This is an optimization exercise on Yosys and OpenROAD, whose aim is small area, a short achievable clock period and few clock cycles per item, not a production implementation.
At most, simulation tests tie the RTL to the original design; equivalence was not proved.
No functional check of the RTL was part of runs 1 to 3.

$ cat config.mk
export PLATFORM = sky130hd
export DESIGN_NAME = sm4Core
export DESIGN_NICKNAME = sm4Core
export VERILOG_FILES = /design/flow/design.v
export SDC_FILE = /design/flow/constraint.sdc
export NUM_CORES = 8
export LEC_CHECK = 0
export CAP_MARGIN = 20
export CORE_MARGIN = 2
export CORE_UTILIZATION = 60
export SETUP_SLACK_MARGIN = 5
export SLEW_MARGIN = 20
export TNS_END_PERCENT = 0
$ cat constraint.sdc
create_clock -name core_clock -period 11.0 [get_ports {clk}]
set_input_delay 2.2000 -clock core_clock [delete_from_list [all_inputs] [get_ports {clk}]]
set_output_delay 2.2000 -clock core_clock [all_outputs]
set_load 0.01 [all_outputs]
$ cat design.v
`default_nettype none
package sm4TablesPkg;
  function automatic logic [8:0] invForms(input logic [3:0] d);
    case (d)
      4'd0: invForms = 9'd0;
      4'd1: invForms = 9'd432;
      4'd2: invForms = 9'd216;
      4'd3: invForms = 9'd360;
      4'd4: invForms = 9'd27;
      4'd5: invForms = 9'd195;
      4'd6: invForms = 9'd245;
      4'd7: invForms = 9'd413;
      4'd8: invForms = 9'd45;
      4'd9: invForms = 9'd238;
      4'd10: invForms = 9'd325;
      4'd11: invForms = 9'd350;
      4'd12: invForms = 9'd54;
      4'd13: invForms = 9'd427;
      4'd14: invForms = 9'd371;
      4'd15: invForms = 9'd390;
      default: invForms = 9'd0;
    endcase
  endfunction
  function automatic logic [7:0] sbox(input logic [7:0] a);
    logic t1, t2, t3, t4, t5, t6, t7, t8, t9, t10, t11, t12;
    logic t13, t14, t15, t16, t17, t18, t19, t20, t21, t22, t23, t24;
    logic t25, t26, t27, t28, t29, t30, t31, t32, t33, t34, t35, t36;
    logic t37, t38, t39, t40, p0, p1, p2, p3, p4, p5, p6, p7;
    logic p8, u1, u2, u3, u4, u5, u6, u7, u8, u9, u10, u11;
    logic u12, u13, u14, dd1, dd3, qh0, qs0, qh1, qs1, qh2, qs2, qh3;
    logic qs3, qh4, qs4, qh5, qs5, qh6, qs6, qh7, qs7, qh8, qs8, w1;
    logic w2, w3, w4, w5, w6, w7, w8, w9, w10, w11, w12, w13;
    logic w14, w15, w16, w17, w18, w19, w20, w21, w22, w23, w24, w25;
    logic w26, w27, w28, w29, w30, w31, w32, w33, w34, w35, w36, w37;
    logic w38, w39, w40;
    logic [3:0] d;
    logic [8:0] fd;
    t1 = a[3] ^ a[6];
    t2 = a[2] ^ a[7];
    t3 = a[0] ^ a[1];
    t4 = a[4] ^ a[5];
    t5 = a[7] ^ t3;
    t6 = a[2] ^ a[6];
    t7 = t1 ^ t4;
    t8 = a[3] ^ a[5];
    t9 = a[0] ^ a[5];
    t10 = a[6] ^ t2;
    t11 = t1 ^ t2;
    t12 = a[4] ^ a[7];
    t13 = a[1] ^ a[3];
    t14 = a[0] ^ a[7];
    t15 = a[2] ^ a[3];
    t16 = a[0] ^ a[3];
    t17 = a[0] ^ a[2];
    t18 = a[0] ^ a[6];
    t19 = a[0] ^ a[4];
    t20 = a[1] ^ a[6];
    t21 = a[2] ^ t3;
    t22 = a[5] ^ t1;
    t23 = a[3] ^ t4;
    t24 = a[0] ^ t6;
    t25 = a[5] ^ t6;
    t26 = a[5] ^ t3;
    t27 = t2 ^ t8;
    t28 = t12 ^ t3;
    t29 = t13 ^ t2;
    t30 = t1 ^ t9;
    t31 = t2 ^ t4;
    t32 = t16 ^ t2;
    t33 = t17 ^ t4;
    t34 = t4 ^ t6;
    t35 = a[4] ^ t11;
    t36 = t1 ^ t5;
    t37 = t21 ^ t7;
    t38 = t5 ^ t7;
    t39 = t23 ^ t5;
    t40 = t10 ^ t26;
    p0 = ~t37 & t36;
    p1 = t38 & ~t5;
    p2 = ~t2 & ~t1;
    p3 = t10 & ~t24;
    p4 = t22 & ~t25;
    p5 = t27 & t9;
    p6 = ~t39 & ~t29;
    p7 = t28 & t40;
    p8 = ~t8 & ~t30;
    u1 = p2 ^ p4;
    u2 = p4 ^ p7;
    u3 = a[3] ^ p3;
    u4 = p3 ^ t19;
    u5 = p5 ^ t20;
    u6 = p5 ^ p8;
    u7 = t35 ^ u6;
    u8 = p1 ^ u1;
    u9 = p0 ^ u1;
    u10 = p6 ^ u3;
    u11 = u4 ^ u8;
    u12 = u5 ^ u9;
    u13 = u10 ^ u2;
    u14 = u2 ^ u7;
    dd1 = ~u12;
    dd3 = ~u14;
    d = {dd3, u13, dd1, u11};
    fd = invForms(d);
    qh0 = ~t37 & fd[0];
    qs0 = ~t31 & fd[0];
    qh1 = t38 & fd[1];
    qs1 = ~t7 & fd[1];
    qh2 = ~t2 & fd[2];
    qs2 = t11 & fd[2];
    qh3 = t10 & fd[3];
    qs3 = ~t14 & fd[3];
    qh4 = t22 & fd[4];
    qs4 = ~t15 & fd[4];
    qh5 = t27 & fd[5];
    qs5 = t32 & fd[5];
    qh6 = ~t39 & fd[6];
    qs6 = t33 & fd[6];
    qh7 = t28 & fd[7];
    qs7 = t34 & fd[7];
    qh8 = ~t8 & fd[8];
    qs8 = t18 & fd[8];
    w1 = qs0 ^ qs7;
    w2 = qs5 ^ qs6;
    w3 = qs1 ^ qs4;
    w4 = qh8 ^ w1;
    w5 = qh7 ^ qs3;
    w6 = qh3 ^ qs2;
    w7 = qh1 ^ w2;
    w8 = w4 ^ w7;
    w9 = qh4 ^ qh6;
    w10 = qh0 ^ w3;
    w11 = qs8 ^ w5;
    w12 = w2 ^ w3;
    w13 = qs0 ^ qs2;
    w14 = qs4 ^ qs5;
    w15 = qh0 ^ qh4;
    w16 = qh2 ^ qh5;
    w17 = qs2 ^ qs3;
    w18 = qs1 ^ qs5;
    w19 = qh5 ^ qh6;
    w20 = qh8 ^ qs8;
    w21 = qs7 ^ w18;
    w22 = w13 ^ w14;
    w23 = w15 ^ w5;
    w24 = w16 ^ w17;
    w25 = w6 ^ w9;
    w26 = w19 ^ w20;
    w27 = qh2 ^ w10;
    w28 = qh6 ^ w10;
    w29 = w1 ^ w12;
    w30 = w23 ^ w6;
    w31 = w24 ^ w9;
    w32 = w12 ^ w6;
    w33 = w11 ^ w4;
    w34 = w11 ^ w21;
    w35 = w25 ^ w34;
    w36 = w26 ^ w32;
    w37 = w27 ^ w33;
    w38 = w28 ^ w8;
    w39 = w30 ^ w8;
    w40 = w31 ^ w8;
    sbox[0] = ~w37;
    sbox[1] = ~w29;
    sbox[2] = w22;
    sbox[3] = w38;
    sbox[4] = ~w39;
    sbox[5] = w40;
    sbox[6] = ~w35;
    sbox[7] = ~w36;
  endfunction
  function automatic logic [31:0] ck(input logic [4:0] i);
    case (i)
      5'd0: ck = 32'h00070e15;
      5'd1: ck = 32'h1c232a31;
      5'd2: ck = 32'h383f464d;
      5'd3: ck = 32'h545b6269;
      5'd4: ck = 32'h70777e85;
      5'd5: ck = 32'h8c939aa1;
      5'd6: ck = 32'ha8afb6bd;
      5'd7: ck = 32'hc4cbd2d9;
      5'd8: ck = 32'he0e7eef5;
      5'd9: ck = 32'hfc030a11;
      5'd10: ck = 32'h181f262d;
      5'd11: ck = 32'h343b4249;
      5'd12: ck = 32'h50575e65;
      5'd13: ck = 32'h6c737a81;
      5'd14: ck = 32'h888f969d;
      5'd15: ck = 32'ha4abb2b9;
      5'd16: ck = 32'hc0c7ced5;
      5'd17: ck = 32'hdce3eaf1;
      5'd18: ck = 32'hf8ff060d;
      5'd19: ck = 32'h141b2229;
      5'd20: ck = 32'h30373e45;
      5'd21: ck = 32'h4c535a61;
      5'd22: ck = 32'h686f767d;
      5'd23: ck = 32'h848b9299;
      5'd24: ck = 32'ha0a7aeb5;
      5'd25: ck = 32'hbcc3cad1;
      5'd26: ck = 32'hd8dfe6ed;
      5'd27: ck = 32'hf4fb0209;
      5'd28: ck = 32'h10171e25;
      5'd29: ck = 32'h2c333a41;
      5'd30: ck = 32'h484f565d;
      5'd31: ck = 32'h646b7279;
      default: ck = 32'h0;
    endcase
  endfunction
  localparam logic [127:0] FK = {
    32'ha3b1bac6,
    32'h56aa3350,
    32'h677d9197,
    32'hb27022dc
  };
  function automatic logic [31:0] rotl(input logic [31:0] w, input int unsigned n);
    rotl = (w << n) | (w >> (32 - n));
  endfunction
  function automatic logic [31:0] tauSub(input logic [31:0] a);
    tauSub = {sbox(a[31:24]), sbox(a[23:16]), sbox(a[15:8]), sbox(a[7:0])};
  endfunction
  function automatic logic [31:0] dataT(input logic [31:0] x);
    logic [31:0] b;
    b = tauSub(x);
    dataT = b ^ rotl(b, 2) ^ rotl(b, 10) ^ rotl(b, 18) ^ rotl(b, 24);
  endfunction
  function automatic logic [31:0] keyT(input logic [31:0] x);
    logic [31:0] b;
    b = tauSub(x);
    keyT = b ^ rotl(b, 13) ^ rotl(b, 23);
  endfunction
endpackage
`default_nettype wire
`default_nettype none
package sm4CorePkg;
  localparam int WORD_W  = 32;
  localparam int BLOCK_W = 128;
  localparam int ROUNDS  = 32;
  localparam int ROUND_W = 5;
endpackage
`default_nettype wire
`default_nettype none
import sm4CorePkg::*;
module sm4Core (
  input  wire logic                             clk,
  input  wire logic                             rst_n,
  input  wire logic                             start,
  input  wire logic                             decrypt,
  input  wire logic [sm4CorePkg::BLOCK_W-1:0]   key,
  input  wire logic [sm4CorePkg::BLOCK_W-1:0]   textIn,
  output logic [sm4CorePkg::BLOCK_W-1:0]        textOut,
  output logic                                  done
);
  localparam logic [ROUND_W-1:0] CNT_LAST = ROUND_W'(ROUNDS - 1);
  logic               busy;
  logic               spec;
  logic               hitR;
  logic               rounds;
  logic               decMode;
  logic               valid;
  logic [ROUND_W-1:0] cnt;
  logic [ROUND_W-1:0] cntNext;
  logic               accept;
  logic               missNow;
  logic               lastRound;
  logic               toRounds;
  logic               keyBack;
  logic               dataRound;
  logic               saveEnd;
  logic               keyBackNext;
  logic [BLOCK_W-1:0] keyIn;
  logic [BLOCK_W-1:0] kw;
  logic [BLOCK_W-1:0] ko;
  assign keyIn     = key ^ sm4TablesPkg::FK;
  assign accept    = start && !busy;
  assign missNow   = spec && !hitR;
  assign lastRound = busy && rounds && !spec && (cnt == '0);
  assign toRounds  = busy && !rounds && (!decMode || cnt == CNT_LAST);
  always_comb
  begin
    if (accept)
      cntNext = decrypt ? CNT_LAST : ROUND_W'(1);
    else if (!busy || lastRound || missNow)
      cntNext = '0;
    else if (rounds ? decMode : (decMode && cnt == CNT_LAST))
      cntNext = rounds ? cnt - 1'b1 : cnt;
    else
      cntNext = cnt + 1'b1;
  end
  assign keyBackNext = accept ? decrypt
                              : (busy && !lastRound && !missNow && decMode && (rounds || toRounds));
  always_ff @(posedge clk or negedge rst_n)
  begin
    if (!rst_n)
    begin
      busy      <= 1'b0;
      spec      <= 1'b0;
      hitR      <= 1'b0;
      rounds    <= 1'b0;
      decMode   <= 1'b0;
      valid     <= 1'b0;
      cnt       <= '0;
      done      <= 1'b0;
      keyBack   <= 1'b0;
      dataRound <= 1'b0;
    end
    else
    begin
      done <= lastRound;
      cnt  <= cntNext;
      spec <= accept;
      hitR <= valid && (keyIn == kw);
      keyBack   <= keyBackNext;
      dataRound <= accept || (busy && !lastRound && !missNow && (rounds || toRounds));
      if (accept)
      begin
        busy    <= 1'b1;
        rounds  <= 1'b1;
        decMode <= decrypt;
      end
      else
      begin
        if (lastRound)
        begin
          busy  <= 1'b0;
          valid <= 1'b1;
        end
        if (missNow)
          rounds <= 1'b0;
        else if (toRounds)
          rounds <= 1'b1;
      end
    end
  end
  logic [WORD_W-1:0] k0, k1, k2, k3;
  logic [WORD_W-1:0] tk;
  logic [WORD_W-1:0] e0, e1, e2, e3;
  logic              stepFwd;
  logic              stepBack;
  logic              encEnd;
  logic [WORD_W-1:0] z;
  assign {k0, k1, k2, k3} = kw;
  assign tk = sm4TablesPkg::keyT(z);
  assign encEnd   = lastRound && !decMode;
  assign stepFwd  = (accept && !decrypt) || (busy && !keyBack && !encEnd && !missNow);
  assign stepBack = busy && keyBack && !missNow;
  always_comb
  begin
    if ((accept && decrypt) || missNow || encEnd)
      {e0, e1, e2, e3} = ko;
    else if (stepFwd)
      {e0, e1, e2, e3} = {k1, k2, k3, k0};
    else if (stepBack)
      {e0, e1, e2, e3} = {k3, k0, k1, k2};
    else
      {e0, e1, e2, e3} = kw;
  end
  always_ff @(posedge clk)
    kw <= {(tk & {WORD_W{stepBack}}) ^ e0, e1, e2, (tk & {WORD_W{stepFwd}}) ^ e3};
  always_ff @(posedge clk)
    z <= (tk & {WORD_W{keyBackNext ? stepBack : stepFwd}}) ^
         (e1 ^ e2 ^ (keyBackNext ? e0 : e3) ^ sm4TablesPkg::ck(cntNext));
  assign saveEnd = busy && !missNow && (decMode ? (rounds && cnt == CNT_LAST)
                                                : (!rounds || cnt == '0));
  always_ff @(posedge clk)
  begin
    if (accept)
      ko <= keyIn;
    else if (saveEnd)
      ko <= kw;
  end
  logic [WORD_W-1:0] x0, x1, x2, x3;
  logic [WORD_W-1:0] ex0, ex1, ex2, ex3;
  logic [WORD_W-1:0] y;
  logic [WORD_W-1:0] ty;
  logic              dataStep;
  assign dataStep = dataRound && !missNow;
  assign ty = sm4TablesPkg::dataT(y);
  always_comb
  begin
    if (accept)
      {ex0, ex1, ex2, ex3} = textIn;
    else if (dataStep)
      {ex0, ex1, ex2, ex3} = {x1, x2, x3, x0};
    else
      {ex0, ex1, ex2, ex3} = {x0, x1, x2, x3};
  end
  always_ff @(posedge clk)
  begin
    {x0, x1, x2} <= {ex0, ex1, ex2};
    x3 <= (ty & {WORD_W{dataStep}}) ^ ex3;
    y  <= (ty & {WORD_W{dataStep}}) ^ (tk & {WORD_W{stepFwd}}) ^ (ex1 ^ ex2 ^ ex3 ^ e3);
  end
  assign textOut = {x3, x2, x1, x0};
endmodule
`default_nettype wire
$ cat flow/run.sh
#!/bin/bash
# Own layout flow: the standard flow (standard.sh) with two changes.
#  - Synthesis is the standard one except for the ABC script that maps the
#    logic between the registers: flow/abc.script (ORFS's area script, a
#    delay-driven map with area recovery) instead of the speed script.
#    The flip-flops are mapped before ABC runs and ABC does not touch them,
#    so registers, their names and cells are the standard synthesis's.
#  - flow/knobs.txt adds ORFS variables to the make calls: the port buffers
#    are buf_1 cells (every port still gets one), and the timing repair
#    aims at a larger setup margin. The clock and constraints are the standard flow's.
# Each tool's full output goes to a log file of its own in this folder
# (synth.log, layout.log, and ORFS's own logs under orfs/logs).
set -euo pipefail
here=$(pwd)
fdir=$here/flow

# synthesis script: synth_recipe.tcl with ORFS's synth.tcl swapped for a copy
# whose abc call uses flow/abc.script.
sed "s#^  log_cmd abc {\*}\$abc_args#  set abc_args [lreplace \$abc_args 1 1 $fdir/abc.script]\n  log_cmd abc {*}\$abc_args#" \
  "$FLOW_HOME/scripts/synth.tcl" > "$here/own_synth.tcl"
grep -q "abc.script" "$here/own_synth.tcl"
sed "s#\$::env(SCRIPTS_DIR)/synth.tcl#$here/own_synth.tcl#" "$here/synth_recipe.tcl" > "$here/own_synth_recipe.tcl"
grep -q "own_synth.tcl" "$here/own_synth_recipe.tcl"

knobs=()
if [[ -f $fdir/knobs.txt ]]; then
  while IFS= read -r line; do
    [[ -n "$line" && "$line" != \#* ]] && knobs+=("$line")
  done < "$fdir/knobs.txt"
fi

bash standard.sh "SYNTH_SCRIPT=$here/own_synth_recipe.tcl" "${knobs[@]}" synth > "$here/synth.log" 2>&1
bash standard.sh "SYNTH_SCRIPT=$here/own_synth_recipe.tcl" "${knobs[@]}" finish > "$here/layout.log" 2>&1
test -f "$here/out/final.def"
$ cat flow/abc.script
strash
dch
map -B 0.9
topo
stime -c
buffer -c
upsize -c
dnsize -c
$ cat flow/knobs.txt
BUFFER_PORTS_ARGS=-buffer_cell sky130_fd_sc_hd__buf_1
SETUP_SLACK_MARGIN=5.75
$ cat standard.sh
#!/bin/bash
# synth_recipe.tcl (not shown) runs the flow's synth.tcl, then flattens the netlist and writes it again
# the make line also repeats each setting of config.mk as NAME=value (left out here)
make -C /OpenROAD-flow-scripts/flow DESIGN_CONFIG=/design/flow/config.mk WORK_HOME=/design/flow/orfs CLKGATE_MAP_FILE= SYNTH_SCRIPT=/design/flow/synth_recipe.tcl "${@:-finish}"
==> flow_metrics.py, run 1 <==
metrics = {
    "outcome": {
        "status": "complete, no violations",
    },
    "worst_setup_path": {
        "required_ns": 11.53,
        "r2r_start": "z[21]",
        "arrival_ns": 5.83,
        "worst-setup-path-type": "primary input to flop",
        "crit_path_start": "start",
        "crit_fanout": 32,
        "end_kind": "flop",
        "startpoint_type": "primary input",
    },
    "grt": {
        "grt_overflow": 0,
        "use_met3": 0.115,
        "grt_max_degree": 169,
        "grt_pass1_wl_um": 271000,
        "grtUsageMet2": 0.655,
        "grt.total_usage": 0.449,
        "antenna_found_initial": 8,
        "met1_usage": 0.606,
        "busiest_layer": "met2",
        "grt_pass1_vias": 46200,
    },
    "layout": {
        "final_util": 0.660,
        "areaGrowthSynthToFinish_pct": 8.67,
        "drive_above_1_share": 0.0495,
        "nNetsFinal": 8175,
    },
    "detailed_routing": {
        "ant_nets": 0,
        "wl_um": 181000,
        "firstDrtPassIters": 6,
        "post_drt_wl_per_cell_um": 20.5,
        "viasPerCell": 5.94,
        "drc_errors": 0,
        "drt-initial-drc-count": 7278,
        "vias": 52500,
    },
    "sta": {
        "fin_crit_sh": 0.482,
        "tightest_slew_ns": 1.14,
        "fin_skew_ns": 0.0418,
        "hold_viol": 0,
        "rsz0062_at_grt": "yes",
        "setup_viol": 0,
        "slew_headroom": 0.239,
        "fin_tns_setup_ns": 0,
        "slew_violations": 0,
        "period_needed_ns": 5.31,
        "fmaxAchievable_ghz": 0.188,
    },
    "place": {
        "port_buffers": 388,
        "gp_congestion": 1.07,
        "post-dp-hpwl_um": 143000,
    },
    "logic_synthesis": {
        "synth_edf_count": 160,
        "syn_inst": 7625,
        "synthTopCellsByArea": "nand2_1 (28%), dfxtp_1 (13%), edfxtp_1 (11%), nand3_1 (7.9%), xor2_1 (6.2%)",
        "synth_top_flop_cell": "dfxtp_1",
        "synth-seq-cells": 462,
        "yosys_warnings": 1,
        "synth_area_um2": 45300,
        "synth_most_common_cell": "nand2_1",
        "synth-seq-area-share": 0.241,
        "synth_top_area_frac": 0.278,
        "synth_fp_nets": 7965,
        "async_flop_share": 0.0303,
        "yosys.area.top_type": "nand2_1",
        "synthTopCellsByCount": "nand2_1 (3359), nand3_1 (718), inv_1 (608)",
        "syn_avg_cell_area_um2": 5.94,
        "yosysUniqueCellTypes": 61,
    },
    "clock_tree": {
        "cts_tree": "done",
        "clk_latency_ns": 0.64,
        "numCtsBuffers": 51,
        "root_buffer": "clkbuf_16",
        "htree_levels": 2,
        "holdBufCountCts": 0,
        "clk_pin_slew_ns": 0.06,
        "clkSinkCount": 462,
        "clockBufferDepth": 3,
    },
    "die": {
        "core_um2": 74600,
        "rows": 100,
        "ios": 389,
        "start_util": 0.608,
        "dieArea_um2": 77800,
        "die_y_um": 279,
        "die_width_um": 279,
    },
    "flow_run": {
        "cap_violations": 0,
    },
    "hold_path": {
        "hp-class": "flop to flop",
        "min_from": "spec",
    },
}
cell families after synthesis:
kind of cell / share of synthesized area
simple gates: 0.427
mux: 0.000442
fa+ha+maj: 0.0221
compound gates: 0.106
buf+inv: 0.0792
flops: 0.241
xor+xnor: 0.124
cells in the final DEF (no fill, tap or decap), types with 78 or more instances in the layout:
cell type  netlist  final
a21oi_1        104    103
buf_1           26    388
dfxtp_1        288    239
edfxtp_1       160    160
ha_1            80     80
inv_1          608    603
nand2_1       3359   3344
nand2_2         68     78
nand3_1        718    705
nor2_1         398    392
o211ai_1        90     90
o21ai_0        432    429
xnor2_1        272    265
xor2_1         323    319
cell type report:
class / count / area (um^2)
Multi-Input combinational cell: 6252 / 31100
Fill cell: 7060 / 25300
Sequential cell: 462 / 11000
Inverter: 655 / 2470
Timing Repair Buffer: 413 / 1680
Clock buffer: 82 / 1570
Tap cell: 969 / 1210
Clock inverter: 14 / 170
Antenna cell: 4 / 10.0
per-layer routing:
metal | vias up | wire length, um
met3 | 583 | 25000
li1 | 24900 | -
met2 | 3386 | 73000
met4 | 4 | 12300
met1 | 23700 | 71000
met5 | - | 27
sequential cells by signal, indices dropped and copies added, names as in the netlist:
signal     count
busy           1
cnt            5
dataRound      1
decMode        1
done           1
hitR           1
keyBack        1
ko           128
kw           128
rounds         1
spec           1
valid          1
x0            32
x1            32
x2            32
x3            32
y             32
z             32
per-stage QoR:
stage | std cells | worst slack [ns] | instance area [um^2] | hold slack, ns
finish | 8851 | 5.69 | 49300 | 0.497
CTS | 8845 | 5.61 | 48900 | 0.485
detailed placement | 8749 | 5.17 | 47100 | 0.470
global route | 8849 | 5.56 | 49200 | 0.522
floorplan | 7625 | 5.81 | 45300 | 0.422
global placement | 8749 | 5.19 | 47100 | 0.463
repair_timing:
action	4_1_cts	5_1_grt
pin swaps	0	2
setup buffers	0	2
endpoints found under the setup margin	35	141
resized for setup	11	97
endpoints found under the hold margin	0	0
path summary, 6_finish.rpt:
kind | end | slack, ns | cells after the start
min in group asynchronous | cnt[4] | 1.61 | 1
max | z[22] | 5.69 | 10
max in group asynchronous | cnt[1] | 8.91 | 1
max reg2reg | y[3] | 5.84 | 30
min | done | 0.50 | 1
min reg2reg | done | 0.50 | 1
critical path: stages:
cell and delay [ns]:
buf_1 0.10, nand2_4 0.31, nor2_1 0.15, a31oi_1 0.53
nand2_1 0.11, o21ai_1 0.45, buf_4 0.40, clkinv_1 0.93
nor2_1 0.42, xor2_1 0.20
==> inputs of run 2 (changes only) <==
==> flow/knobs.txt (replaced) <==
BUFFER_PORTS_ARGS=-buffer_cell sky130_fd_sc_hd__buf_1
SETUP_SLACK_MARGIN=6.5
==> run 2 against run 1 <==
Compared with the run above: fmax rose by 14%; clock skew is 0.00081 ns higher; sequential share of layout area shrank 1.7 points; clock-buffer cell count is 13 lower; worst hold slack improved by 0.029 ns; final cell count up 1.8%.
==> flow_metrics.py, run 2 <==
metrics = {
    "outcome": {
        "status": "complete, no violations",
    },
    "die": {
        "rows": 100,
        "die_width_um": 279,
        "dieArea_um2": 77800,
        "ios": 389,
        "die_y_um": 279,
        "start_util": 0.608,
        "core_um2": 74600,
    },
    "layout": {
        "fillers": 6403,
        "drive_above_1_share": 0.141,
        "layout_commonest_cell": "nand2_1",
        "nNetsFinal": 8342,
        "areaGrowthSynthToFinish_pct": 18.8,
        "final_cell_mix": "nand2_1 (3027), nand3_1 (609), inv_1 (573)",
        "top_regs": "ko (128), kw (128)",
    },
    "detailed_routing": {
        "drc_errors": 0,
        "drt-initial-drc-count": 7092,
        "met2_wirelength_um": 77800,
        "post_drt_wl_per_cell_um": 20.7,
        "firstDrtPassIters": 17,
        "wl_met1_um": 69600,
        "viasPerCell": 5.97,
        "wl_um": 186000,
        "vias": 53800,
        "wl_met3_um": 25800,
        "ant_nets": 0,
        "top_layer_used": "met5",
    },
    "place": {
        "post-dp-hpwl_um": 139000,
        "gp_congestion": 1.04,
        "pre_cts_ws_ns": 4.62,
        "port_buffers": 388,
    },
    "logic_synthesis": {
        "synth_edf_count": 160,
        "synth-seq-area-share": 0.241,
        "synth-seq-cells": 462,
        "yosysUniqueCellTypes": 61,
        "syn_avg_cell_area_um2": 5.94,
        "synth_area_um2": 45300,
        "synthTopCellsByArea": "nand2_1 (28%), dfxtp_1 (13%), edfxtp_1 (11%), nand3_1 (7.9%), xor2_1 (6.2%)",
        "yosys.area.top_type": "nand2_1",
        "async_flop_share": 0.0303,
        "synth_top_area_frac": 0.278,
        "yosys_warnings": 1,
        "synth_top_flop_cell": "dfxtp_1",
        "syn_inst": 7625,
        "synth_most_common_cell": "nand2_1",
        "synth_fp_nets": 7965,
        "synthTopCellsByCount": "nand2_1 (3359), nand3_1 (718), inv_1 (608)",
    },
    "hold_path": {
        "min_from": "valid",
        "holdPathEnd": "valid",
        "hold_depth": 2,
        "hp-class": "flop to flop",
    },
    "sta": {
        "fin_crit_sh": 0.425,
        "setup_ws_ns": 6.33,
        "fmaxAchievable_ghz": 0.214,
        "fin_skew_ns": 0.0426,
        "fin_tns_setup_ns": 0,
        "slew_headroom": 0.138,
        "slew_violations": 0,
        "tightest_slew_ns": 1.28,
        "rsz0062_at_grt": "yes",
        "period_needed_ns": 4.67,
        "setup_viol": 0,
        "hold_viol": 0,
    },
    "clock_tree": {
        "root_buffer": "clkbuf_16",
        "htree_levels": 2,
        "clockBufferDepth": 3,
        "clk_latency_ns": 0.63,
        "numCtsBuffers": 48,
        "clkSinkCount": 462,
        "holdBufCountCts": 0,
        "clk_pin_slew_ns": 0.06,
        "cts_tree": "done",
    },
    "worst_setup_path": {
        "end_kind": "flop",
        "rr_worst_depth": 32,
        "crit_fanout": 2,
        "reg2reg_to": "x3[10]",
        "arrival_ns": 5.11,
        "r2r_start": "y[12]",
        "required_ns": 11.43,
        "rrSetupSlack_ns": 6.44,
        "startpoint_type": "primary input",
        "worst-setup-path-type": "primary input to flop",
    },
    "flow_run": {
        "cap_violations": 0,
    },
    "grt": {
        "antenna_found_initial": 7,
        "grt.total_usage": 0.444,
        "grt_pass1_wl_um": 268000,
        "grt_pass1_vias": 46500,
        "grt_overflow": 0,
        "grt_max_degree": 133,
    },
}
## run 2: worst max-delay path by stage
stage / start / end / slack (ns)
6_report: key[117] / hitR / 6.33
5_1_grt: y[11] / x3[10] / 6.19
4_1_cts: y[19] / y[18] / 6.36
3_5_place_dp: start / z[6] / 4.62
3_3_place_gp: start / y[6] / 4.69
2_1_floorplan: start / z[1] / 6.45
## run 2: cells by family after synthesis
group | Yosys count | share of synthesized area
xor+xnor | 617 | 0.124
flops | 462 | 0.241
fa+ha+maj | 80 | 0.0221
mux | 2 | 0.000442
compound gates | 838 | 0.106
buf+inv | 911 | 0.0792
simple gates | 4715 | 0.427
## run 2: worst max-delay path: stages
cell      delay (ns)
buf_1           0.38
xor2_2          0.32
nand2_1         0.24
a221oi_2        0.49
nand4_1         0.14
nor4_1          0.44
nand3_1         0.20
nor4_2          0.68
## run 2: repair_timing
| action | in CTS | in global routing |
|---|---|---|
| resized for setup | 249 | 675 |
| setup buffers | 26 | 143 |
| endpoints found under the setup margin | 208 | 161 |
| gates cloned | 4 | 1 |
| pin swaps | 15 | 155 |
## run 2: routing by layer
metal | GRT usage | up-vias
met5 | 0 | -
met4 | 0.261 | 8
met3 | 0.120 | 632
met2 | 0.652 | 3422
met1 | 0.583 | 24600
li1 | - | 25200
## run 2: cell type report
cell class,count,area [um^2],share of cell area
tap,969,1210,0.0225
clock buffer,69,1400,0.0261
timing repair buffer,581,3220,0.0598
antenna,2,5.00,0.0000930
clock inverter,21,225,0.00418
multi-input combinational,6254,34100,0.633
inverter,655,2550,0.0474
sequential,462,11100,0.207
## run 2: through the flow
stage / hold WS (ns) / instance area [um^2] / instances / util
finish: 0.525 / 53800 / 9013 / 0.722
global route: 0.545 / 53800 / 9011 / 0.722
CTS: 0.486 / 50000 / 8866 / 0.671
detailed placement: 0.478 / 47100 / 8746 / 0.632
global placement: 0.467 / 47100 / 8746 / 0.632
floorplan: 0.422 / 45300 / 7625 / -
==> inputs of run 3 (changes only) <==
--- a/design.v
+++ b/design.v
@@ -25,148 +25,148 @@
     logic t1, t2, t3, t4, t5, t6, t7, t8, t9, t10, t11, t12;
     logic t13, t14, t15, t16, t17, t18, t19, t20, t21, t22, t23, t24;
     logic t25, t26, t27, t28, t29, t30, t31, t32, t33, t34, t35, t36;
-    logic t37, t38, t39, t40, p0, p1, p2, p3, p4, p5, p6, p7;
-    logic p8, u1, u2, u3, u4, u5, u6, u7, u8, u9, u10, u11;
-    logic u12, u13, u14, dd1, dd3, qh0, qs0, qh1, qs1, qh2, qs2, qh3;
-    logic qs3, qh4, qs4, qh5, qs5, qh6, qs6, qh7, qs7, qh8, qs8, w1;
-    logic w2, w3, w4, w5, w6, w7, w8, w9, w10, w11, w12, w13;
-    logic w14, w15, w16, w17, w18, w19, w20, w21, w22, w23, w24, w25;
-    logic w26, w27, w28, w29, w30, w31, w32, w33, w34, w35, w36, w37;
-    logic w38, w39, w40;
+    logic t37, t38, t39, t40, t41, t42, p0, p1, p2, p3, p4, p5;
+    logic p6, p7, p8, u1, u2, u3, u4, u5, u6, u7, u8, u9;
+    logic u10, u11, u12, u13, u14, dd0, qh0, qs0, qh1, qs1, qh2, qs2;
+    logic qh3, qs3, qh4, qs4, qh5, qs5, qh6, qs6, qh7, qs7, qh8, qs8;
+    logic w1, w2, w3, w4, w5, w6, w7, w8, w9, w10, w11, w12;
+    logic w13, w14, w15, w16, w17, w18, w19, w20, w21, w22, w23, w24;
+    logic w25, w26, w27, w28, w29, w30, w31, w32, w33, w34, w35, w36;
+    logic w37, w38, w39;
     logic [3:0] d;
     logic [8:0] fd;
-    t1 = a[3] ^ a[6];
-    t2 = a[2] ^ a[7];
-    t3 = a[0] ^ a[1];
-    t4 = a[4] ^ a[5];
-    t5 = a[7] ^ t3;
-    t6 = a[2] ^ a[6];
-    t7 = t1 ^ t4;
-    t8 = a[3] ^ a[5];
-    t9 = a[0] ^ a[5];
-    t10 = a[6] ^ t2;
-    t11 = t1 ^ t2;
-    t12 = a[4] ^ a[7];
-    t13 = a[1] ^ a[3];
-    t14 = a[0] ^ a[7];
-    t15 = a[2] ^ a[3];
-    t16 = a[0] ^ a[3];
-    t17 = a[0] ^ a[2];
-    t18 = a[0] ^ a[6];
-    t19 = a[0] ^ a[4];
-    t20 = a[1] ^ a[6];
-    t21 = a[2] ^ t3;
-    t22 = a[5] ^ t1;
-    t23 = a[3] ^ t4;
-    t24 = a[0] ^ t6;
-    t25 = a[5] ^ t6;
-    t26 = a[5] ^ t3;
-    t27 = t2 ^ t8;
-    t28 = t12 ^ t3;
-    t29 = t13 ^ t2;
-    t30 = t1 ^ t9;
-    t31 = t2 ^ t4;
-    t32 = t16 ^ t2;
-    t33 = t17 ^ t4;
-    t34 = t4 ^ t6;
-    t35 = a[4] ^ t11;
-    t36 = t1 ^ t5;
-    t37 = t21 ^ t7;
-    t38 = t5 ^ t7;
-    t39 = t23 ^ t5;
-    t40 = t10 ^ t26;
-    p0 = ~t37 & t36;
-    p1 = t38 & ~t5;
-    p2 = ~t2 & ~t1;
-    p3 = t10 & ~t24;
-    p4 = t22 & ~t25;
-    p5 = t27 & t9;
-    p6 = ~t39 & ~t29;
-    p7 = t28 & t40;
-    p8 = ~t8 & ~t30;
+    t1 = a[0] ^ a[1];
+    t2 = a[2] ^ a[4];
+    t3 = a[3] ^ a[5];
+    t4 = a[6] ^ a[7];
+    t5 = t1 ^ t2;
+    t6 = t3 ^ t4;
+    t7 = a[4] ^ t1;
+    t8 = a[1] ^ a[4];
+    t9 = a[3] ^ a[6];
+    t10 = a[2] ^ t1;
+    t11 = a[0] ^ t2;
+    t12 = a[5] ^ a[7];
+    t13 = a[2] ^ a[7];
+    t14 = a[4] ^ a[5];
+    t15 = a[1] ^ a[5];
+    t16 = a[1] ^ a[2];
+    t17 = a[3] ^ a[7];
+    t18 = a[6] ^ t3;
+    t19 = a[3] ^ t8;
+    t20 = a[1] ^ t3;
+    t21 = a[7] ^ t1;
+    t22 = a[4] ^ t9;
+    t23 = t15 ^ t4;
+    t24 = t8 ^ t9;
+    t25 = t3 ^ t8;
+    t26 = a[6] ^ t5;
+    t27 = a[2] ^ t6;
+    t28 = a[5] ^ t5;
+    t29 = a[4] ^ t6;
+    t30 = t3 ^ t5;
+    t31 = t4 ^ t7;
+    t32 = t11 ^ t4;
+    t33 = t10 ^ t9;
+    t34 = t12 ^ t7;
+    t35 = t2 ^ t6;
+    t36 = t11 ^ t12;
+    t37 = t17 ^ t5;
+    t38 = t21 ^ t3;
+    t39 = t18 ^ t5;
+    t40 = t6 ^ t7;
+    t41 = t5 ^ t6;
+    t42 = t10 ^ t6;
+    p0 = ~t39 & t14;
+    p1 = ~t13 & t28;
+    p2 = t40 & t10;
+    p3 = ~a[6] & ~t19;
+    p4 = t26 & t23;
+    p5 = ~t5 & ~t29;
+    p6 = t30 & ~t20;
+    p7 = ~t31 & t32;
+    p8 = ~t27 & ~t41;
     u1 = p2 ^ p4;
     u2 = p4 ^ p7;
-    u3 = a[3] ^ p3;
-    u4 = p3 ^ t19;
-    u5 = p5 ^ t20;
-    u6 = p5 ^ p8;
-    u7 = t35 ^ u6;
-    u8 = p1 ^ u1;
-    u9 = p0 ^ u1;
-    u10 = p6 ^ u3;
-    u11 = u4 ^ u8;
-    u12 = u5 ^ u9;
-    u13 = u10 ^ u2;
-    u14 = u2 ^ u7;
-    dd1 = ~u12;
-    dd3 = ~u14;
-    d = {dd3, u13, dd1, u11};
+    u3 = p3 ^ t37;
+    u4 = p3 ^ t38;
+    u5 = p0 ^ t25;
+    u6 = p5 ^ t22;
+    u7 = p1 ^ u3;
+    u8 = p6 ^ u4;
+    u9 = p5 ^ u1;
+    u10 = p8 ^ u2;
+    u11 = u1 ^ u7;
+    u12 = u2 ^ u8;
+    u13 = u5 ^ u9;
+    u14 = u10 ^ u6;
+    dd0 = ~u11;
+    d = {u14, u12, u13, dd0};
     fd = invForms(d);
-    qh0 = ~t37 & fd[0];
-    qs0 = ~t31 & fd[0];
-    qh1 = t38 & fd[1];
-    qs1 = ~t7 & fd[1];
-    qh2 = ~t2 & fd[2];
-    qs2 = t11 & fd[2];
-    qh3 = t10 & fd[3];
-    qs3 = ~t14 & fd[3];
-    qh4 = t22 & fd[4];
-    qs4 = ~t15 & fd[4];
-    qh5 = t27 & fd[5];
-    qs5 = t32 & fd[5];
-    qh6 = ~t39 & fd[6];
-    qs6 = t33 & fd[6];
-    qh7 = t28 & fd[7];
-    qs7 = t34 & fd[7];
-    qh8 = ~t8 & fd[8];
-    qs8 = t18 & fd[8];
-    w1 = qs0 ^ qs7;
-    w2 = qs5 ^ qs6;
-    w3 = qs1 ^ qs4;
-    w4 = qh8 ^ w1;
-    w5 = qh7 ^ qs3;
-    w6 = qh3 ^ qs2;
-    w7 = qh1 ^ w2;
-    w8 = w4 ^ w7;
-    w9 = qh4 ^ qh6;
-    w10 = qh0 ^ w3;
-    w11 = qs8 ^ w5;
-    w12 = w2 ^ w3;
-    w13 = qs0 ^ qs2;
-    w14 = qs4 ^ qs5;
-    w15 = qh0 ^ qh4;
-    w16 = qh2 ^ qh5;
-    w17 = qs2 ^ qs3;
-    w18 = qs1 ^ qs5;
-    w19 = qh5 ^ qh6;
-    w20 = qh8 ^ qs8;
-    w21 = qs7 ^ w18;
-    w22 = w13 ^ w14;
-    w23 = w15 ^ w5;
-    w24 = w16 ^ w17;
-    w25 = w6 ^ w9;
-    w26 = w19 ^ w20;
-    w27 = qh2 ^ w10;
-    w28 = qh6 ^ w10;
-    w29 = w1 ^ w12;
-    w30 = w23 ^ w6;
-    w31 = w24 ^ w9;
-    w32 = w12 ^ w6;
-    w33 = w11 ^ w4;
-    w34 = w11 ^ w21;
-    w35 = w25 ^ w34;
-    w36 = w26 ^ w32;
-    w37 = w27 ^ w33;
-    w38 = w28 ^ w8;
-    w39 = w30 ^ w8;
-    w40 = w31 ^ w8;
-    sbox[0] = ~w37;
-    sbox[1] = ~w29;
-    sbox[2] = w22;
-    sbox[3] = w38;
-    sbox[4] = ~w39;
-    sbox[5] = w40;
-    sbox[6] = ~w35;
+    qh0 = ~t39 & fd[0];
+    qs0 = ~t33 & fd[0];
+    qh1 = ~t13 & fd[1];
+    qs1 = ~t34 & fd[1];
+    qh2 = t40 & fd[2];
+    qs2 = t35 & fd[2];
+    qh3 = ~a[6] & fd[3];
+    qs3 = t24 & fd[3];
+    qh4 = t26 & fd[4];
+    qs4 = t36 & fd[4];
+    qh5 = ~t5 & fd[5];
+    qs5 = t42 & fd[5];
+    qh6 = t30 & fd[6];
+    qs6 = ~t11 & fd[6];
+    qh7 = ~t31 & fd[7];
+    qs7 = ~t16 & fd[7];
+    qh8 = ~t27 & fd[8];
+    qs8 = t7 & fd[8];
+    w1 = qh4 ^ qs1;
+    w2 = qh7 ^ qs2;
+    w3 = qh3 ^ qs6;
+    w4 = qh0 ^ qs3;
+    w5 = qh1 ^ qh8;
+    w6 = qs0 ^ qs7;
+    w7 = qh2 ^ qh5;
+    w8 = qh2 ^ qs8;
+    w9 = qs5 ^ w5;
+    w10 = w1 ^ w2;
+    w11 = w1 ^ w7;
+    w12 = w2 ^ w6;
+    w13 = qh6 ^ qs7;
+    w14 = qs2 ^ qs4;
+    w15 = qh3 ^ qs4;
+    w16 = qh0 ^ qh8;
+    w17 = qs2 ^ qs8;
+    w18 = qh6 ^ qs0;
+    w19 = qh1 ^ qs0;
+    w20 = qh4 ^ w3;
+    w21 = qs3 ^ w18;
+    w22 = w13 ^ w3;
+    w23 = w14 ^ w4;
+    w24 = w15 ^ w4;
+    w25 = w16 ^ w8;
+    w26 = w17 ^ w6;
+    w27 = w1 ^ w19;
+    w28 = w3 ^ w8;
+    w29 = w12 ^ w4;
+    w30 = w10 ^ w5;
+    w31 = w10 ^ w22;
+    w32 = w11 ^ w23;
+    w33 = w20 ^ w9;
+    w34 = w12 ^ w25;
+    w35 = w11 ^ w21;
+    w36 = w27 ^ w28;
+    w37 = w24 ^ w30;
+    w38 = w35 ^ w9;
+    w39 = w29 ^ w33;
+    sbox[0] = ~w31;
+    sbox[1] = ~w32;
+    sbox[2] = w39;
+    sbox[3] = w37;
+    sbox[4] = ~w34;
+    sbox[5] = w26;
+    sbox[6] = ~w38;
     sbox[7] = ~w36;
   endfunction
   function automatic logic [31:0] ck(input logic [4:0] i);
==> flow/knobs.txt (replaced) <==
BUFFER_PORTS_ARGS=-buffer_cell sky130_fd_sc_hd__buf_1
SETUP_SLACK_MARGIN=5.75
==> run 3 against run 2 <==
Compared with the run above: critical path type unchanged; final cell count increased by 1.1%; global-route usage decreased by 1.2 points; via count decreased by 1.7%; register-to-register slack got worse by 0.43 ns; clock skew increased by 0.0022 ns; die area increased by 3.9%; final area decreased by 5.6%; fmax decreased by 12%; area after synthesis increased by 3.9%; synthesized cell count increased by 2.6%; largest cell class unchanged.
==> flow_metrics.py, run 3 <==
metrics = {
    "sta": {
        "fmaxAchievable_ghz": 0.188,
        "fin_skew_ns": 0.0448,
        "fin_crit_sh": 0.482,
        "fin_tns_setup_ns": 0,
        "rsz0062_at_grt": "yes",
        "holdWs_ns": 0.521,
        "period_needed_ns": 5.31,
        "tightest_slew_ns": 1.15,
        "hold_viol": 0,
        "slew_headroom": 0.229,
        "slew_violations": 0,
        "setup_viol": 0,
    },
    "logic_synthesis": {
        "yosys_warnings": 1,
        "synth-seq-area-share": 0.232,
        "synth_most_common_cell": "nand2_1",
        "yosysUniqueCellTypes": 69,
        "syn_inst": 7825,
        "synth_area_um2": 47100,
        "synth-seq-cells": 462,
        "synth_top_area_frac": 0.269,
        "synth_top_flop_cell": "dfxtp_1",
        "synthTopCellsByArea": "nand2_1 (27%), dfxtp_1 (12%), edfxtp_1 (10%), nand3_1 (7.6%), xor2_1 (5.1%)",
        "syn_avg_cell_area_um2": 6.02,
        "synthTopCellsByCount": "nand2_1 (3375), nand3_1 (713), inv_1 (530)",
        "synth_fp_nets": 8150,
        "yosys.area.top_type": "nand2_1",
        "async_flop_share": 0.0303,
        "synth_edf_count": 160,
    },
    "worst_setup_path": {
        "end_kind": "flop",
        "rr_worst_depth": 37,
        "crit_top_cell": "nand2_1",
        "crit_fanout": 59,
        "required_ns": 11.52,
        "worst-setup-path-type": "primary input to flop",
        "crit_chain": "buf_1 > nand2_8 > clkinv_2 > buf_4 > buf_4 > nand2_1 > o21ai_0 > xnor2_1 > xnor2_1 > nand4_1 > nand2_1 > nand2_1 > nand2_1 > inv_1",
        "startpoint_type": "primary input",
        "arrival_ns": 5.83,
        "crit_slowest_cell": "xnor2_1",
        "max_stage_delay_ns": 0.76,
    },
    "grt": {
        "grt_pass1_wl_um": 272000,
        "grt_overflow": 0,
        "grt.total_usage": 0.432,
        "grt_pass1_vias": 46800,
        "antenna_found_initial": 5,
        "grt_max_degree": 233,
    },
    "die": {
        "die_y_um": 284,
        "start_util": 0.607,
        "core_um2": 77600,
        "die_width_um": 284,
        "ios": 389,
        "dieArea_um2": 80800,
        "rows": 102,
    },
    "flow_run": {
        "cap_violations": 0,
    },
    "layout": {
        "layout.cells.non_filler": 9114,
        "drive_above_1_share": 0.0930,
        "multi_input_area_um2": 32600,
        "top_regs": "ko (128), kw (128)",
        "layout_commonest_cell": "nand2_1",
        "regArea_um2": 11000,
        "nNetsFinal": 8358,
        "final_cell_mix": "nand2_1 (3353), nand3_1 (710), inv_1 (530)",
        "fillers": 7475,
        "finalInstanceArea_um2": 50800,
        "areaGrowthSynthToFinish_pct": 7.89,
    },
    "detailed_routing": {
        "drc_errors": 0,
        "drt-initial-drc-count": 5974,
        "wl_um": 182000,
        "post_drt_wl_per_cell_um": 20.0,
        "firstDrtPassIters": 9,
        "vias": 52900,
        "viasPerCell": 5.81,
        "ant_nets": 0,
    },
    "clock_tree": {
        "holdBufCountCts": 0,
        "htree_levels": 2,
        "clk_latency_ns": 0.62,
        "clk_pin_slew_ns": 0.07,
        "cts_tree": "done",
        "numCtsBuffers": 47,
        "clkSinkCount": 462,
        "clockBufferDepth": 3,
        "root_buffer": "clkbuf_16",
    },
    "hold_path": {
        "hold_depth": 1,
        "hp-class": "flop to flop",
    },
    "place": {
        "post-dp-hpwl_um": 145000,
        "placedInstanceArea_um2": 48800,
        "place_inst": 9021,
        "gp_congestion": 1.05,
        "port_buffers": 388,
    },
    "outcome": {
        "status": "complete, no violations",
    },
}
==> run 3: cells by family (layout without fill, tap and decap cells) <==
logic type | Yosys count | count (layout) | synth area share
AND/OR/NAND/NOR | 4970 | 4970 | 0.451
buffers and inverters | 908 | 1155 | 0.0817
AO/OA/AOI/OAI | 859 | 859 | 0.106
XOR/XNOR | 561 | 561 | 0.112
flip-flops | 462 | 462 | 0.232
adder cells (fa/ha/maj) | 65 | 65 | 0.0173
other | 0 | 2 | 0
==> run 3: worst max-delay path, delay by kind of cell <==
kind | cells | cell delay [ns]
AO/OA/AOI/OAI | 1 | 0.15
AND/OR/NAND/NOR | 6 | 0.87
buffers and inverters | 5 | 1.55
XOR/XNOR | 2 | 0.98
==> run 3: metrics by stage <==
step	util	setup slack (ns)
floorplan	-	5.31
global placement	0.629	4.91
detailed placement	0.629	5.01
CTS	0.650	5.63
global route	0.655	5.65
finish	0.655	5.69
==> run 3: worst paths after layout <==
| path | startpoint | endpoint | slack, ns |
|---|---|---|---|
| max | start | y[3] | 5.69 |
| min | ko[53] | kw[53] | 0.52 |
| max reg2reg | y[22] | y[2] | 6.01 |
| min reg2reg | ko[53] | kw[53] | 0.52 |
| max in group asynchronous | rst_n | spec | 8.91 |
| min in group asynchronous | rst_n | done | 1.62 |
==> run 3: timing repair <==
| action | CTS | global route |
|---|---|---|
| buffers inserted | 0 | 3 |
| pin swaps | 0 | 2 |
| endpoints found under the setup margin | 13 | 155 |
| cloned | 0 | 0 |
| gates resized for setup | 3 | 115 |
==> run 3: routing by layer <==
metal	share of wire	global-route usage	vias up	wire [um]
li1	-	-	25500	-
met1	0.38	0.547	24000	69400
met2	0.42	0.654	2902	76700
met3	0.11	0.0929	594	20800
met4	0.083	0.302	4	15000
met5	0.00017	0	-	31
==> run 3: final cells by class <==
type | instances | area share
tap | 1040 | 0.0256
sequential | 462 | 0.217
timing repair buffer | 420 | 0.0349
clock buffer | 65 | 0.0267
antenna | 2 | 0.0000985
multi-input combinational | 6455 | 0.642
clock inverter | 23 | 0.00451
inverter | 647 | 0.0491
==> inputs of run 4 (changes only) <==
--- a/design.v
+++ b/design.v
@@ -6,18 +6,18 @@
       4'd1: invForms = 9'd432;
       4'd2: invForms = 9'd216;
       4'd3: invForms = 9'd360;
-      4'd4: invForms = 9'd27;
-      4'd5: invForms = 9'd195;
-      4'd6: invForms = 9'd245;
-      4'd7: invForms = 9'd413;
-      4'd8: invForms = 9'd45;
-      4'd9: invForms = 9'd238;
-      4'd10: invForms = 9'd325;
-      4'd11: invForms = 9'd350;
-      4'd12: invForms = 9'd54;
-      4'd13: invForms = 9'd427;
-      4'd14: invForms = 9'd371;
-      4'd15: invForms = 9'd390;
+      4'd4: invForms = 9'd45;
+      4'd5: invForms = 9'd325;
+      4'd6: invForms = 9'd427;
+      4'd7: invForms = 9'd371;
+      4'd8: invForms = 9'd54;
+      4'd9: invForms = 9'd413;
+      4'd10: invForms = 9'd390;
+      4'd11: invForms = 9'd245;
+      4'd12: invForms = 9'd27;
+      4'd13: invForms = 9'd350;
+      4'd14: invForms = 9'd238;
+      4'd15: invForms = 9'd195;
       default: invForms = 9'd0;
     endcase
   endfunction
@@ -27,147 +27,146 @@
     logic t25, t26, t27, t28, t29, t30, t31, t32, t33, t34, t35, t36;
     logic t37, t38, t39, t40, t41, t42, p0, p1, p2, p3, p4, p5;
     logic p6, p7, p8, u1, u2, u3, u4, u5, u6, u7, u8, u9;
-    logic u10, u11, u12, u13, u14, dd0, qh0, qs0, qh1, qs1, qh2, qs2;
-    logic qh3, qs3, qh4, qs4, qh5, qs5, qh6, qs6, qh7, qs7, qh8, qs8;
-    logic w1, w2, w3, w4, w5, w6, w7, w8, w9, w10, w11, w12;
-    logic w13, w14, w15, w16, w17, w18, w19, w20, w21, w22, w23, w24;
-    logic w25, w26, w27, w28, w29, w30, w31, w32, w33, w34, w35, w36;
-    logic w37, w38, w39;
+    logic u10, u11, u12, u13, u14, u15, u16, dd0, dd1, dd3, qh0, qs0;
+    logic qh1, qs1, qh2, qs2, qh3, qs3, qh4, qs4, qh5, qs5, qh6, qs6;
+    logic qh7, qs7, qh8, qs8, w1, w2, w3, w4, w5, w6, w7, w8;
+    logic w9, w10, w11, w12, w13, w14, w15, w16, w17, w18, w19, w20;
+    logic w21, w22, w23, w24, w25, w26, w27, w28, w29, w30, w31, w32;
+    logic w33, w34;
     logic [3:0] d;
     logic [8:0] fd;
-    t1 = a[0] ^ a[1];
-    t2 = a[2] ^ a[4];
+    t1 = a[2] ^ a[4];
+    t2 = a[0] ^ a[1];
     t3 = a[3] ^ a[5];
     t4 = a[6] ^ a[7];
     t5 = t1 ^ t2;
-    t6 = t3 ^ t4;
-    t7 = a[4] ^ t1;
-    t8 = a[1] ^ a[4];
-    t9 = a[3] ^ a[6];
-    t10 = a[2] ^ t1;
-    t11 = a[0] ^ t2;
-    t12 = a[5] ^ a[7];
-    t13 = a[2] ^ a[7];
-    t14 = a[4] ^ a[5];
-    t15 = a[1] ^ a[5];
-    t16 = a[1] ^ a[2];
-    t17 = a[3] ^ a[7];
-    t18 = a[6] ^ t3;
-    t19 = a[3] ^ t8;
-    t20 = a[1] ^ t3;
-    t21 = a[7] ^ t1;
-    t22 = a[4] ^ t9;
-    t23 = t15 ^ t4;
-    t24 = t8 ^ t9;
-    t25 = t3 ^ t8;
-    t26 = a[6] ^ t5;
-    t27 = a[2] ^ t6;
-    t28 = a[5] ^ t5;
-    t29 = a[4] ^ t6;
-    t30 = t3 ^ t5;
-    t31 = t4 ^ t7;
-    t32 = t11 ^ t4;
-    t33 = t10 ^ t9;
-    t34 = t12 ^ t7;
-    t35 = t2 ^ t6;
+    t6 = a[3] ^ a[7];
+    t7 = t1 ^ t4;
+    t8 = a[2] ^ a[6];
+    t9 = a[4] ^ t2;
+    t10 = a[2] ^ a[7];
+    t11 = a[1] ^ a[5];
+    t12 = a[7] ^ t1;
+    t13 = t3 ^ t4;
+    t14 = t1 ^ t3;
+    t15 = t2 ^ t3;
+    t16 = a[0] ^ a[7];
+    t17 = a[0] ^ a[3];
+    t18 = a[1] ^ a[4];
+    t19 = a[3] ^ a[4];
+    t20 = a[6] ^ t3;
+    t21 = a[1] ^ t6;
+    t22 = a[7] ^ t3;
+    t23 = a[1] ^ t8;
+    t24 = a[5] ^ t10;
+    t25 = t2 ^ t6;
+    t26 = t1 ^ t16;
+    t27 = t18 ^ t6;
+    t28 = a[6] ^ t5;
+    t29 = a[2] ^ t13;
+    t30 = a[3] ^ t5;
+    t31 = a[0] ^ t14;
+    t32 = a[5] ^ t7;
+    t33 = a[1] ^ t7;
+    t34 = t3 ^ t5;
+    t35 = t4 ^ t9;
     t36 = t11 ^ t12;
-    t37 = t17 ^ t5;
-    t38 = t21 ^ t3;
-    t39 = t18 ^ t5;
-    t40 = t6 ^ t7;
-    t41 = t5 ^ t6;
-    t42 = t10 ^ t6;
-    p0 = ~t39 & t14;
-    p1 = ~t13 & t28;
-    p2 = t40 & t10;
-    p3 = ~a[6] & ~t19;
-    p4 = t26 & t23;
-    p5 = ~t5 & ~t29;
-    p6 = t30 & ~t20;
-    p7 = ~t31 & t32;
-    p8 = ~t27 & ~t41;
-    u1 = p2 ^ p4;
-    u2 = p4 ^ p7;
-    u3 = p3 ^ t37;
-    u4 = p3 ^ t38;
-    u5 = p0 ^ t25;
-    u6 = p5 ^ t22;
-    u7 = p1 ^ u3;
-    u8 = p6 ^ u4;
-    u9 = p5 ^ u1;
-    u10 = p8 ^ u2;
-    u11 = u1 ^ u7;
-    u12 = u2 ^ u8;
-    u13 = u5 ^ u9;
-    u14 = u10 ^ u6;
-    dd0 = ~u11;
-    d = {u14, u12, u13, dd0};
+    t37 = t15 ^ t8;
+    t38 = t6 ^ t9;
+    t39 = t11 ^ t7;
+    t40 = t17 ^ t7;
+    t41 = t20 ^ t5;
+    t42 = t13 ^ t9;
+    p0 = ~t41 & ~t25;
+    p1 = t42 & t12;
+    p2 = ~t10 & ~t30;
+    p3 = ~a[6] & ~t36;
+    p4 = ~t5 & ~t14;
+    p5 = t28 & t21;
+    p6 = t34 & t31;
+    p7 = ~t29 & ~t22;
+    p8 = ~t35 & ~t26;
+    u1 = p4 ^ t19;
+    u2 = p4 ^ t27;
+    u3 = p4 ^ t24;
+    u4 = p4 ^ t33;
+    u5 = p0 ^ p2;
+    u6 = p3 ^ u2;
+    u7 = p0 ^ p1;
+    u8 = p5 ^ u4;
+    u9 = p3 ^ p6;
+    u10 = p7 ^ u3;
+    u11 = p5 ^ p7;
+    u12 = p8 ^ u1;
+    u13 = u5 ^ u6;
+    u14 = u7 ^ u8;
+    u15 = u10 ^ u9;
+    u16 = u11 ^ u12;
+    dd0 = ~u13;
+    dd1 = ~u14;
+    dd3 = ~u16;
+    d = {dd3, u15, dd1, dd0};
     fd = invForms(d);
-    qh0 = ~t39 & fd[0];
-    qs0 = ~t33 & fd[0];
-    qh1 = ~t13 & fd[1];
-    qs1 = ~t34 & fd[1];
-    qh2 = t40 & fd[2];
-    qs2 = t35 & fd[2];
+    qh0 = ~t41 & fd[0];
+    qs0 = t32 & fd[0];
+    qh1 = t42 & fd[1];
+    qs1 = t37 & fd[1];
+    qh2 = ~t10 & fd[2];
+    qs2 = t38 & fd[2];
     qh3 = ~a[6] & fd[3];
-    qs3 = t24 & fd[3];
-    qh4 = t26 & fd[4];
-    qs4 = t36 & fd[4];
-    qh5 = ~t5 & fd[5];
-    qs5 = t42 & fd[5];
-    qh6 = t30 & fd[6];
-    qs6 = ~t11 & fd[6];
-    qh7 = ~t31 & fd[7];
-    qs7 = ~t16 & fd[7];
-    qh8 = ~t27 & fd[8];
-    qs8 = t7 & fd[8];
-    w1 = qh4 ^ qs1;
-    w2 = qh7 ^ qs2;
-    w3 = qh3 ^ qs6;
-    w4 = qh0 ^ qs3;
-    w5 = qh1 ^ qh8;
-    w6 = qs0 ^ qs7;
-    w7 = qh2 ^ qh5;
-    w8 = qh2 ^ qs8;
-    w9 = qs5 ^ w5;
-    w10 = w1 ^ w2;
-    w11 = w1 ^ w7;
-    w12 = w2 ^ w6;
-    w13 = qh6 ^ qs7;
-    w14 = qs2 ^ qs4;
-    w15 = qh3 ^ qs4;
-    w16 = qh0 ^ qh8;
-    w17 = qs2 ^ qs8;
-    w18 = qh6 ^ qs0;
-    w19 = qh1 ^ qs0;
-    w20 = qh4 ^ w3;
-    w21 = qs3 ^ w18;
-    w22 = w13 ^ w3;
-    w23 = w14 ^ w4;
-    w24 = w15 ^ w4;
-    w25 = w16 ^ w8;
-    w26 = w17 ^ w6;
-    w27 = w1 ^ w19;
-    w28 = w3 ^ w8;
-    w29 = w12 ^ w4;
-    w30 = w10 ^ w5;
-    w31 = w10 ^ w22;
-    w32 = w11 ^ w23;
-    w33 = w20 ^ w9;
-    w34 = w12 ^ w25;
-    w35 = w11 ^ w21;
-    w36 = w27 ^ w28;
-    w37 = w24 ^ w30;
-    w38 = w35 ^ w9;
-    w39 = w29 ^ w33;
-    sbox[0] = ~w31;
-    sbox[1] = ~w32;
-    sbox[2] = w39;
-    sbox[3] = w37;
-    sbox[4] = ~w34;
-    sbox[5] = w26;
-    sbox[6] = ~w38;
-    sbox[7] = ~w36;
+    qs3 = t39 & fd[3];
+    qh4 = ~t5 & fd[4];
+    qs4 = t15 & fd[4];
+    qh5 = t28 & fd[5];
+    qs5 = t40 & fd[5];
+    qh6 = t34 & fd[6];
+    qs6 = a[1] & fd[6];
+    qh7 = ~t29 & fd[7];
+    qs7 = t8 & fd[7];
+    qh8 = ~t35 & fd[8];
+    qs8 = t23 & fd[8];
+    w1 = qh3 ^ qh4;
+    w2 = qs1 ^ qs8;
+    w3 = qh2 ^ qh7;
+    w4 = qh1 ^ qh8;
+    w5 = qs2 ^ qs3;
+    w6 = qh0 ^ qs0;
+    w7 = w1 ^ w2;
+    w8 = qh6 ^ qs6;
+    w9 = qs1 ^ qs5;
+    w10 = qs0 ^ qs7;
+    w11 = qs4 ^ w3;
+    w12 = w3 ^ w4;
+    w13 = w5 ^ w9;
+    w14 = w11 ^ w6;
+    w15 = qh0 ^ qs2;
+    w16 = qh2 ^ qs7;
+    w17 = qh3 ^ qh5;
+    w18 = qs2 ^ qs6;
+    w19 = qs3 ^ w2;
+    w20 = qh8 ^ w17;
+    w21 = w15 ^ w4;
+    w22 = w16 ^ w6;
+    w23 = w10 ^ w18;
+    w24 = w21 ^ w8;
+    w25 = w1 ^ w12;
+    w26 = w19 ^ w8;
+    w27 = w10 ^ w12;
+    w28 = w20 ^ w5;
+    w29 = w22 ^ w7;
+    w30 = w24 ^ w7;
+    w31 = w13 ^ w25;
+    w32 = w27 ^ w7;
+    w33 = w14 ^ w26;
+    w34 = w14 ^ w28;
+    sbox[0] = ~w30;
+    sbox[1] = ~w31;
+    sbox[2] = w33;
+    sbox[3] = w13;
+    sbox[4] = ~w32;
+    sbox[5] = w29;
+    sbox[6] = ~w34;
+    sbox[7] = ~w23;
   endfunction
   function automatic logic [31:0] ck(input logic [4:0] i);
     case (i)
==> run 4 against run 3 <==
Compared with the run above: first-iteration DRC count grew 4.8%; sequential share of layout area grew 1.1 points; clock-buffer cell count grew 4; critical path depth grew 21; largest cell class unchanged.
==> flow_metrics.py, run 4 <==
metrics = {
    "detailed_routing": {
        "post_drt_wl_per_cell_um": 20.0,
        "drc_errors": 0,
        "drt-initial-drc-count": 6259,
        "vias": 49800,
        "ant_nets": 0,
        "wl_um": 171000,
        "viasPerCell": 5.82,
        "firstDrtPassIters": 8,
    },
    "logic_synthesis": {
        "synth-seq-cells": 462,
        "synth-simple-area-share": 0.417,
        "synthAdderAreaFrac": 0.0142,
        "yosys_warnings": 1,
        "synth_fp_nets": 7648,
        "synthTopCellsByCount": "nand2_1 (3008), nand3_1 (620), inv_1 (563)",
        "synth_top_flop_cell": "dfxtp_1",
        "synth-xor-area-share": 0.132,
        "synth_compound_area_frac": 0.111,
        "async_flop_share": 0.0303,
        "synth_edf_count": 160,
        "synth_top_family_by_area": "simple AND/OR/NAND/NOR gates",
        "synthMuxAreaShare": 0,
        "syn_inst": 7337,
        "synthTopCellsByArea": "nand2_1 (25%), dfxtp_1 (13%), edfxtp_1 (11%), nand3_1 (6.9%), xor2_1 (6.9%)",
        "yosys.area.top_type": "nand2_1",
        "syn_avg_cell_area_um2": 6.12,
        "yosysUniqueCellTypes": 65,
        "synth_most_common_cell": "nand2_1",
        "synth_area_um2": 44900,
        "synth_top_area_frac": 0.252,
        "synth-seq-area-share": 0.243,
    },
    "worst_setup_path": {
        "crit_end": "y[11]",
        "required_ns": 11.53,
        "end_kind": "flop",
        "rr_worst_depth": 35,
        "worst-setup-path-type": "flop to flop",
        "crit_fanout": 10,
        "r2r_start": "y[6]",
        "max_stage_delay_ns": 0.60,
        "reg2reg_to": "y[11]",
        "arrival_ns": 5.65,
        "crit_path_start": "y[6]",
        "crit_top_cell": "nand2_1",
        "rrSetupSlack_ns": 5.88,
        "startpoint_type": "flop",
        "crit_slowest_cell": "dfxtp_1",
    },
    "place": {
        "port_buffers": 388,
        "gp_congestion": 1.06,
        "post-dp-hpwl_um": 134000,
        "placedInstanceArea_um2": 46500,
        "pre_cts_ws_ns": 4.40,
    },
    "clock_tree": {
        "cts_tree": "done",
        "numCtsBuffers": 48,
        "holdBufCountCts": 0,
        "clk_pin_slew_ns": 0.06,
        "clkSinkCount": 462,
        "root_buffer": "clkbuf_16",
        "htree_levels": 2,
        "clockBufferDepth": 3,
        "clk_latency_ns": 0.63,
    },
    "die": {
        "die_width_um": 277,
        "dieArea_um2": 77000,
        "ios": 389,
        "start_util": 0.605,
        "rows": 100,
        "core_um2": 74200,
        "die_y_um": 277,
    },
    "sta": {
        "period_needed_ns": 5.12,
        "hold_viol": 0,
        "fin_skew_ns": 0.0471,
        "slew_violations": 0,
        "tightest_slew_ns": 1.06,
        "setup_viol": 0,
        "slew_headroom": 0.290,
        "setup_ws_ns": 5.88,
        "fmaxAchievable_ghz": 0.195,
        "fin_tns_setup_ns": 0,
        "fin_crit_sh": 0.465,
        "rsz0062_at_grt": "yes",
    },
    "grt": {
        "grt_pass1_wl_um": 256000,
        "antenna_found_initial": 4,
        "grt_pass1_vias": 44400,
        "grt.total_usage": 0.426,
        "grt_overflow": 0,
        "grt_max_degree": 163,
    },
    "hold_path": {
        "hp-class": "flop to flop",
    },
    "layout": {
        "final_cell_mix": "nand2_1 (3000), nand3_1 (618), inv_1 (561)",
        "top_regs": "ko (128), kw (128)",
        "drive_above_1_share": 0.0757,
        "finalInstanceArea_um2": 48300,
        "areaGrowthSynthToFinish_pct": 7.59,
        "nNetsFinal": 7850,
        "layout_commonest_cell": "nand2_1",
    },
    "flow_run": {
        "cap_violations": 0,
    },
    "outcome": {
        "status": "complete, no violations",
    },
}
==> run 4: worst max-delay path: cells and delay by family, from the launching register on <==
family                   cells  cell delay (ns)
AO/OA/AOI/OAI                1             0.14
XOR/XNOR                     1             0.26
adder cells (fa/ha/maj)      1             0.21
buffers and inverters        2             0.30
flip-flops                   1             0.60
AND/OR/NAND/NOR             30             3.51
==> run 4: final cells by class <==
type | instances | area (um^2)
clock inverter | 21 | 195
clock buffer | 69 | 1310
fill | 7201 | 25900
sequential | 462 | 11000
tap | 969 | 1210
inverter | 648 | 2490
multi-input combinational | 5971 | 30400
timing repair buffer | 408 | 1680
antenna | 2 | 5.00
==> run 4: cell families (layout without fill, tap and decap cells) <==
group,after synthesis,count (layout)
other,0,2
AO/OA/AOI/OAI,860,860
AND/OR/NAND/NOR,4418,4418
adder cells (fa/ha/maj),51,51
XOR/XNOR,642,642
flip-flops,462,462
buffers and inverters,904,1146
==> run 4: metal layers <==
metal,GRT usage,vias to the layer above,part of all wire
li1,-,23900,-
met1,0.570,22700,0.40
met2,0.635,2670,0.41
met3,0.0904,491,0.12
met4,0.245,2,0.070
met5,0,-,0.000059
==> run 4: through the flow <==
step                 util  hold slack (ns)  cells
global placement    0.627            0.495   8456
floorplan               -            0.440   7337
detailed placement  0.627            0.496   8456
CTS                 0.648            0.499   8547
global route        0.651            0.529   8548
finish              0.651            0.498   8550
==> run 4: worst min path at each step <==
stage                start  cells past startpoint  slack [ns]     end
finish              ko[61]                      1        0.50  kw[61]
detailed placement  ko[61]                      1        0.50  kw[61]
floorplan            valid                      1        0.44   valid
global placement    ko[61]                      1        0.50  kw[61]
global route        ko[61]                      1        0.53  kw[61]
CTS                 ko[61]                      1        0.50  kw[61]
==> run 4: what timing repair did <==
item                       4_1_cts  5_1_grt
setup endpoints to repair       68      136
setup buffers                    1        0
cloned                           0        0
gates resized for setup          3       70
pin swaps                        1        0
Testbench counts of run 4, summed over its fixed seeds: cycles 56,002, blocks 1,600.

[static timing again, ports no longer ideal]
The results above use ideal ports. As a check the final layouts listed here were re-extracted and re-timed, cells and wires unchanged. Step 1 (the two cells are an assumption about what drives the block):
set clk [get_ports {clk}]
set_driving_cell -lib_cell sky130_fd_sc_hd__clkbuf_16 $clk
set_driving_cell -lib_cell sky130_fd_sc_hd__buf_2 [delete_from_list [all_inputs] $clk]
Step 2 also shifts input and output timing later by t, the mid clock arrival at the registers, as if the neighbouring blocks saw the same clock. Three values: ideal, step 1, step 2; two values: the first two.
| run | t (ns) | setup slack, ns | hold slack, ns | worst data-port slew with drivers (ns) |
|---|---|---|---|---|
| run 1 | 0.689 | 5.695 / 5.736 / 5.048 | 0.497 / 0.497 / 0.497 | 0.12 |
| run 2 | 0.665 | 6.327 / 6.359 / 5.694 | 0.525 / 0.525 / 0.525 | 0.10 |
| run 3 | 0.669 | 5.693 / 5.742 / 5.072 | 0.521 / 0.521 / 0.521 | 0.10 |
| run 4 | 0.670 | 5.882 / 5.882 / 5.256 | 0.498 / 0.498 / 0.498 | 0.14 |
After both steps setup and hold are still met in every run listed. For run 1, which loses most, drivers alone change the setup slack by +0.041 ns; drivers and shift together by -0.647 ns.
